What follows belongs to an exercise in optimizing a design on an open flow for small area, a short achievable clock period and few clock cycles; a production flow would make more cautious choices.
Only simulation tests tie the RTL to the original design; equivalence was not proved.
Power is estimated from default activity; no workload was simulated.

Setup of exp/xenon:
==> flow/design.v <==
`default_nettype none
package isa_pkg;
    localparam int xlen = 32;
    localparam int reg_idx_w = 5;
    localparam int instr_bytes = 4;
    localparam int shamt_w = 5;
endpackage
`default_nettype wire
`default_nettype none
package exu_pkg;
    localparam int dec_op_w = 4;
    typedef enum logic [0:0] {
        unit_rglr = 1'b0,
        unit_brch = 1'b1
    } exu_unit_e;
    typedef enum logic [dec_op_w-1:0] {
        rop_add   = 4'd0,
        rop_sub   = 4'd1,
        rop_and   = 4'd2,
        rop_or    = 4'd3,
        rop_xor   = 4'd4,
        rop_sll   = 4'd5,
        rop_srl   = 4'd6,
        rop_sra   = 4'd7,
        rop_slt   = 4'd8,
        rop_sltu  = 4'd9,
        rop_lui   = 4'd10,
        rop_auipc = 4'd11
    } rglr_op_e;
    typedef enum logic [2:0] {
        bop_beq  = 3'd0,
        bop_bne  = 3'd1,
        bop_blt  = 3'd2,
        bop_bge  = 3'd3,
        bop_bltu = 3'd4,
        bop_bgeu = 3'd5,
        bop_jal  = 3'd6,
        bop_jalr = 3'd7
    } brch_op_e;
    typedef enum logic [3:0] {
        alu_add   = 4'd0,
        alu_sub   = 4'd1,
        alu_and   = 4'd2,
        alu_or    = 4'd3,
        alu_xor   = 4'd4,
        alu_sll   = 4'd5,
        alu_srl   = 4'd6,
        alu_sra   = 4'd7,
        alu_slt   = 4'd8,
        alu_sltu  = 4'd9,
        alu_pass2 = 4'd10
    } alu_op_e;
endpackage
`default_nettype wire
`timescale 1ns/1ps
`default_nettype none
import isa_pkg::*;
import exu_pkg::*;
module exu_top
(
    input  wire logic                 clk,
    input  wire logic                 reset,
    input  wire logic                 dec_op_vld,
    output logic                      dec_op_rdy,
    input  wire logic                 dec_unit,
    input  wire logic [dec_op_w-1:0]  dec_op,
    input  wire logic                 dec_use_imm,
    input  wire logic [reg_idx_w-1:0] dec_rd_idx,
    input  wire logic [xlen-1:0]      dec_pc,
    input  wire logic [xlen-1:0]      dec_imm,
    input  wire logic [xlen-1:0]      rs1_rdata,
    input  wire logic [xlen-1:0]      rs2_rdata,
    output logic                      gpr_wbck_vld,
    input  wire logic                 gpr_wbck_rdy,
    output logic [reg_idx_w-1:0]      gpr_wbck_idx,
    output logic [xlen-1:0]           gpr_wbck_wdata,
    output logic                      pipe_flush_req,
    input  wire logic                 pipe_flush_ack,
    output logic [xlen-1:0]           pipe_flush_pc_op1,
    output logic [xlen-1:0]           pipe_flush_pc_op2
);
    logic            w_free;
    logic            f_free;
    logic            accept;
    logic            is_brch;
    logic            is_jump;
    logic            is_lui;
    logic            is_auipc;
    logic            sel_imm;
    logic            use_pc;
    logic            do_sub;
    logic [xlen-1:0] a;
    logic [xlen-1:0] y;
    logic [xlen-1:0] opa;
    logic [xlen-1:0] opb;
    logic [xlen-1:0] sum;
    logic [xlen-1:0] xor_res;
    logic [xlen-1:0] shf_in;
    logic [xlen-1:0] shf_out;
    logic [xlen-1:0] shf_res;
    logic            shf_fill;
    logic [shamt_w-1:0] shamt;
    logic            shf_left;
    logic            lt_s;
    logic            lt_u;
    logic            lt;
    logic            eq;
    logic            taken;
    logic            needs_w;
    logic            use_a;
    logic            a_pos;
    logic            a_neg;
    logic            y_imm;
    logic            y_rs2;
    logic            sel_and;
    logic            sel_or;
    logic            sel_xor;
    logic            sel_sll;
    logic            sel_shr;
    logic            sel_slt;
    logic            sel_ltu;
    logic            sel_sum;
    logic [xlen-1:0] gen;
    logic [xlen-1:0] prp;
    logic [xlen-1:0] cry;
    logic [xlen-1:0] other;
    logic [xlen-1:0] res_c0;
    logic [xlen-1:0] res_c1;
    logic [xlen-1:0] res;
    assign w_free = !gpr_wbck_vld || gpr_wbck_rdy;
    assign f_free = !pipe_flush_req || pipe_flush_ack;
    assign dec_op_rdy = (w_free || !needs_w) && (f_free || !is_brch);
    assign accept     = dec_op_vld && dec_op_rdy;
    assign is_brch  = (dec_unit == unit_brch);
    assign is_jump  = is_brch && (dec_op[2:1] == 2'b11);
    assign is_lui   = !is_brch && (dec_op == rop_lui);
    assign is_auipc = !is_brch && (dec_op == rop_auipc);
    assign needs_w  = !is_brch || is_jump;
    assign sel_imm = !is_brch && (dec_use_imm || is_lui || is_auipc);
    assign a       = rs1_rdata;
    assign y_imm   = sel_imm && !is_jump;
    assign y_rs2   = !sel_imm && !is_jump;
    always_comb begin
        y = ({xlen{y_imm}} & dec_imm) | ({xlen{y_rs2}} & rs2_rdata);
        y[2] = y[2] | is_jump;
    end
    assign use_pc = is_auipc || is_jump;
    assign use_a  = !use_pc && !is_lui;
    assign do_sub = is_brch ? !is_jump : (dec_op == rop_sub || dec_op == rop_slt || dec_op == rop_sltu);
    assign a_pos  = use_a && !do_sub;
    assign a_neg  = use_a && do_sub;
    assign opa    = ({xlen{a_pos}} & a) | ({xlen{a_neg}} & ~a) | ({xlen{use_pc}} & dec_pc);
    assign opb    = y;
    always_comb begin
        logic [xlen-1:0] gg, pp;
        gen = opa & opb;
        prp = opa ^ opb;
        gg  = gen;
        pp  = prp;
        for (int l = 0; l < 5; l++) begin
            for (int i = 0; i < xlen; i++) begin
                if (((i >> l) & 1) == 1) begin
                    gg[i] = gg[i] | (pp[i] & gg[((i >> l) << l) - 1]);
                    pp[i] = pp[i] & pp[((i >> l) << l) - 1];
                end
            end
        end
        cry = {gg[xlen-2:0], 1'b0};
    end
    assign sum = prp ^ cry ^ {xlen{do_sub}};
    assign lt_s = (a[xlen-1] != y[xlen-1]) ? a[xlen-1] : sum[xlen-1];
    assign lt_u = (a[xlen-1] != y[xlen-1]) ? y[xlen-1] : sum[xlen-1];
    assign xor_res = a ^ y;
    assign eq      = (xor_res == '0);
    always_comb begin
        case (dec_op[2:1])
            2'b00:   lt = eq;
            2'b01:   lt = lt_s;
            2'b10:   lt = lt_u;
            default: lt = 1'b0;
        endcase
        taken = is_jump || (lt ^ dec_op[0]);
    end
    assign shf_left = !dec_op[1];
    assign shf_fill = dec_op[1] && dec_op[0] && a[xlen-1];
    always_comb begin
        for (int i = 0; i < xlen; i++) shf_in[i] = shf_left ? a[xlen-1-i] : a[i];
    end
    assign shamt   = dec_use_imm ? dec_imm[shamt_w-1:0] : rs2_rdata[shamt_w-1:0];
    assign shf_out = $signed({shf_fill, shf_in}) >>> shamt;
    always_comb begin
        for (int i = 0; i < xlen; i++) shf_res[i] = shf_out[xlen-1-i];
    end
    assign sel_and = !is_brch && (dec_op == rop_and);
    assign sel_or  = !is_brch && (dec_op == rop_or);
    assign sel_xor = !is_brch && (dec_op == rop_xor);
    assign sel_sll = !is_brch && (dec_op == rop_sll);
    assign sel_shr = !is_brch && (dec_op == rop_srl || dec_op == rop_sra);
    assign sel_slt = !is_brch && (dec_op == rop_slt);
    assign sel_ltu = !is_brch && (dec_op == rop_sltu);
    assign sel_sum = !(sel_and || sel_or || sel_xor || sel_sll || sel_shr || sel_slt || sel_ltu);
    assign other = ({xlen{sel_and || sel_or}}  & (a & y))
                 | ({xlen{sel_or || sel_xor}}  & xor_res)
                 | ({xlen{sel_sll}} & shf_res)
                 | ({xlen{sel_shr}} & shf_out)
                 | xlen'((sel_slt && lt_s) || (sel_ltu && lt_u));
    assign res_c0 = sel_sum ? (prp ^ {xlen{do_sub}}) : other;
    assign res_c1 = sel_sum ? ~(prp ^ {xlen{do_sub}}) : other;
    always_comb begin
        for (int i = 0; i < xlen; i++) res[i] = cry[i] ? res_c1[i] : res_c0[i];
    end
    always_ff @(posedge clk) begin
        if (reset) begin
            gpr_wbck_vld <= 1'b0;
        end else if (w_free) begin
            gpr_wbck_vld <= accept && needs_w;
        end
    end
    always_ff @(posedge clk) begin
        if (w_free) begin
            gpr_wbck_idx   <= dec_rd_idx;
            gpr_wbck_wdata <= res;
        end
    end
    always_ff @(posedge clk) begin
        if (reset) begin
            pipe_flush_req <= 1'b0;
        end else if (f_free) begin
            pipe_flush_req <= accept && is_brch && taken;
        end
    end
    always_ff @(posedge clk) begin
        if (f_free) begin
            pipe_flush_pc_op1 <= (dec_op[0] && is_jump) ? a : dec_pc;
            pipe_flush_pc_op2 <= dec_imm;
        end
    end
endmodule
`default_nettype wire
clock: 9.0 ns
lec_check: 0
abc_area: 1
cap_margin: 40
core_margin: 2
core_utilization: 40
setup_slack_margin: 4.5
slew_margin: 40
tns_end_percent: 0
standard.sh (not shown) runs the stock make flow with config.mk's settings and CLKGATE_MAP_FILE= SYNTH_SCRIPT=/design/flow/synth_recipe.tcl, a recipe that flattens the netlist after the stock synthesis.
==> flow/flow/run.sh <==
#!/bin/bash
# Standard ORFS layout, with the port buffers made from the smallest plain buffer.
set -euo pipefail
export BUFFER_PORTS_ARGS="-buffer_cell sky130_fd_sc_hd__buf_1"
bash standard.sh > standard_flow.log 2>&1
Testbench counts of exp/xenon, summed over its fixed seeds: cycles 17,772.
#### Input delta (exp/indigo over exp/xenon)
- swapping 40 for 20 in SLEW_MARGIN
- swapping 40 for 20 in CAP_MARGIN
Notes after the runs:
- Summary of exp/indigo over exp/xenon: post-layout instance count excluding filler cells level, total power level, overall track demand over capacity in global routing moved down, fraction of the core area covered by cells at the end of the flow moved down.
- exp/indigo against exp/xenon: hold slack climbed 31 ps, wire length dropped about 0.6%, clock group power climbed about 3%, static leakage dropped about 1%.
- Taking exp/xenon as the reference, in exp/indigo sum of met2 wire segment lengths after detailed routing shrank by about 1%; synthesized cell count held steady.
For exp/fjord, these inputs were changed with respect to exp/indigo:
- SETUP_SLACK_MARGIN changed from 4.5 to 5.0
==> run summary <==
exp/fjord did not stop at any stage, and its layout met the timing, DRC and antenna checks. exp/fjord against exp/indigo: met1 capacity usage during global routing climbed 1.8 points, via count climbed about 3.7%, number of placed I/O pins barely changed, final standard cell area without fillers climbed 310 um2. When exp/fjord is measured against exp/indigo, its power in sequential cells turns out about 2% higher. From exp/indigo to exp/fjord, total of clock buffers placed in the layout did not move at all. | hold slack | exp/fjord vs exp/indigo | 4.2 ps lower |.
The inputs of exp/maple differ from those of exp/fjord as listed below.
- an added CTS_BUF_LIST of sky130_fd_sc_hd__clkbuf_8
- a change of SETUP_SLACK_MARGIN from 5.0 to 4.5
- a deleted ABC_AREA that had been 1
Results
- The run with more routed wire is exp/maple, not exp/fjord.
- Per the comparison of exp/maple with exp/fjord, fraction of the mapped netlist area in compound gates did not really move, synthesis-to-finish area growth went down.
- exp/maple vs. exp/fjord: post-route worst setup slack lost 340 ps, core box area picked up an extra 3.3%, sequential share of layout area lost 0.22 points.
- Taking exp/fjord as 1.0, exp/maple lands at 0.945 on detailed-routed wire length on met2.
- Compared exp/fjord against exp/maple; fraction of power spent switching nets within noise.
- Changes observed in exp/maple relative to exp/fjord: average via count per standard cell increased 0.57; maximum achievable frequency decreased 0.015 GHz.

## what the ideal ports hide
No port has a modelled driver above. Below, the same layouts with a new extraction and two added sets of constraints. Step 1 sets driving cells, clkbuf_16 on the clock port and buf_2 on the other inputs (assumed; they add their load-dependent delay and slew). Step 2 adds t to the input delays and takes it off the output delays; t is the mean of the earliest and latest rising clock arrival at the registers after step 1. Input paths then give back, and output paths get back, about the clock's delay inside the block. a / b / c = no drivers / after step 1 / after step 2; a / b = the first two.
| run | shift t [ns] | slack for setup (ns) | latest minus earliest clock arrival (ns) |
|---|---|---|---|
| exp/xenon | 0.413 | 4.341 / 4.306 / 3.892 | 0.012 / 0.011 |
| exp/indigo | 0.405 | 4.406 / 4.320 / 3.945 | 0.016 / 0.015 |
| exp/fjord | 0.418 | 4.451 / 4.457 / 4.039 | 0.017 / 0.018 |
| exp/maple | 0.455 | 4.116 / 4.120 / 3.665 | 0.008 / 0.007 |
After both steps setup and hold are still met in every run listed. The setup slack of exp/indigo, which loses most, moves by -0.086 ns with the drivers and by -0.461 ns with both steps.
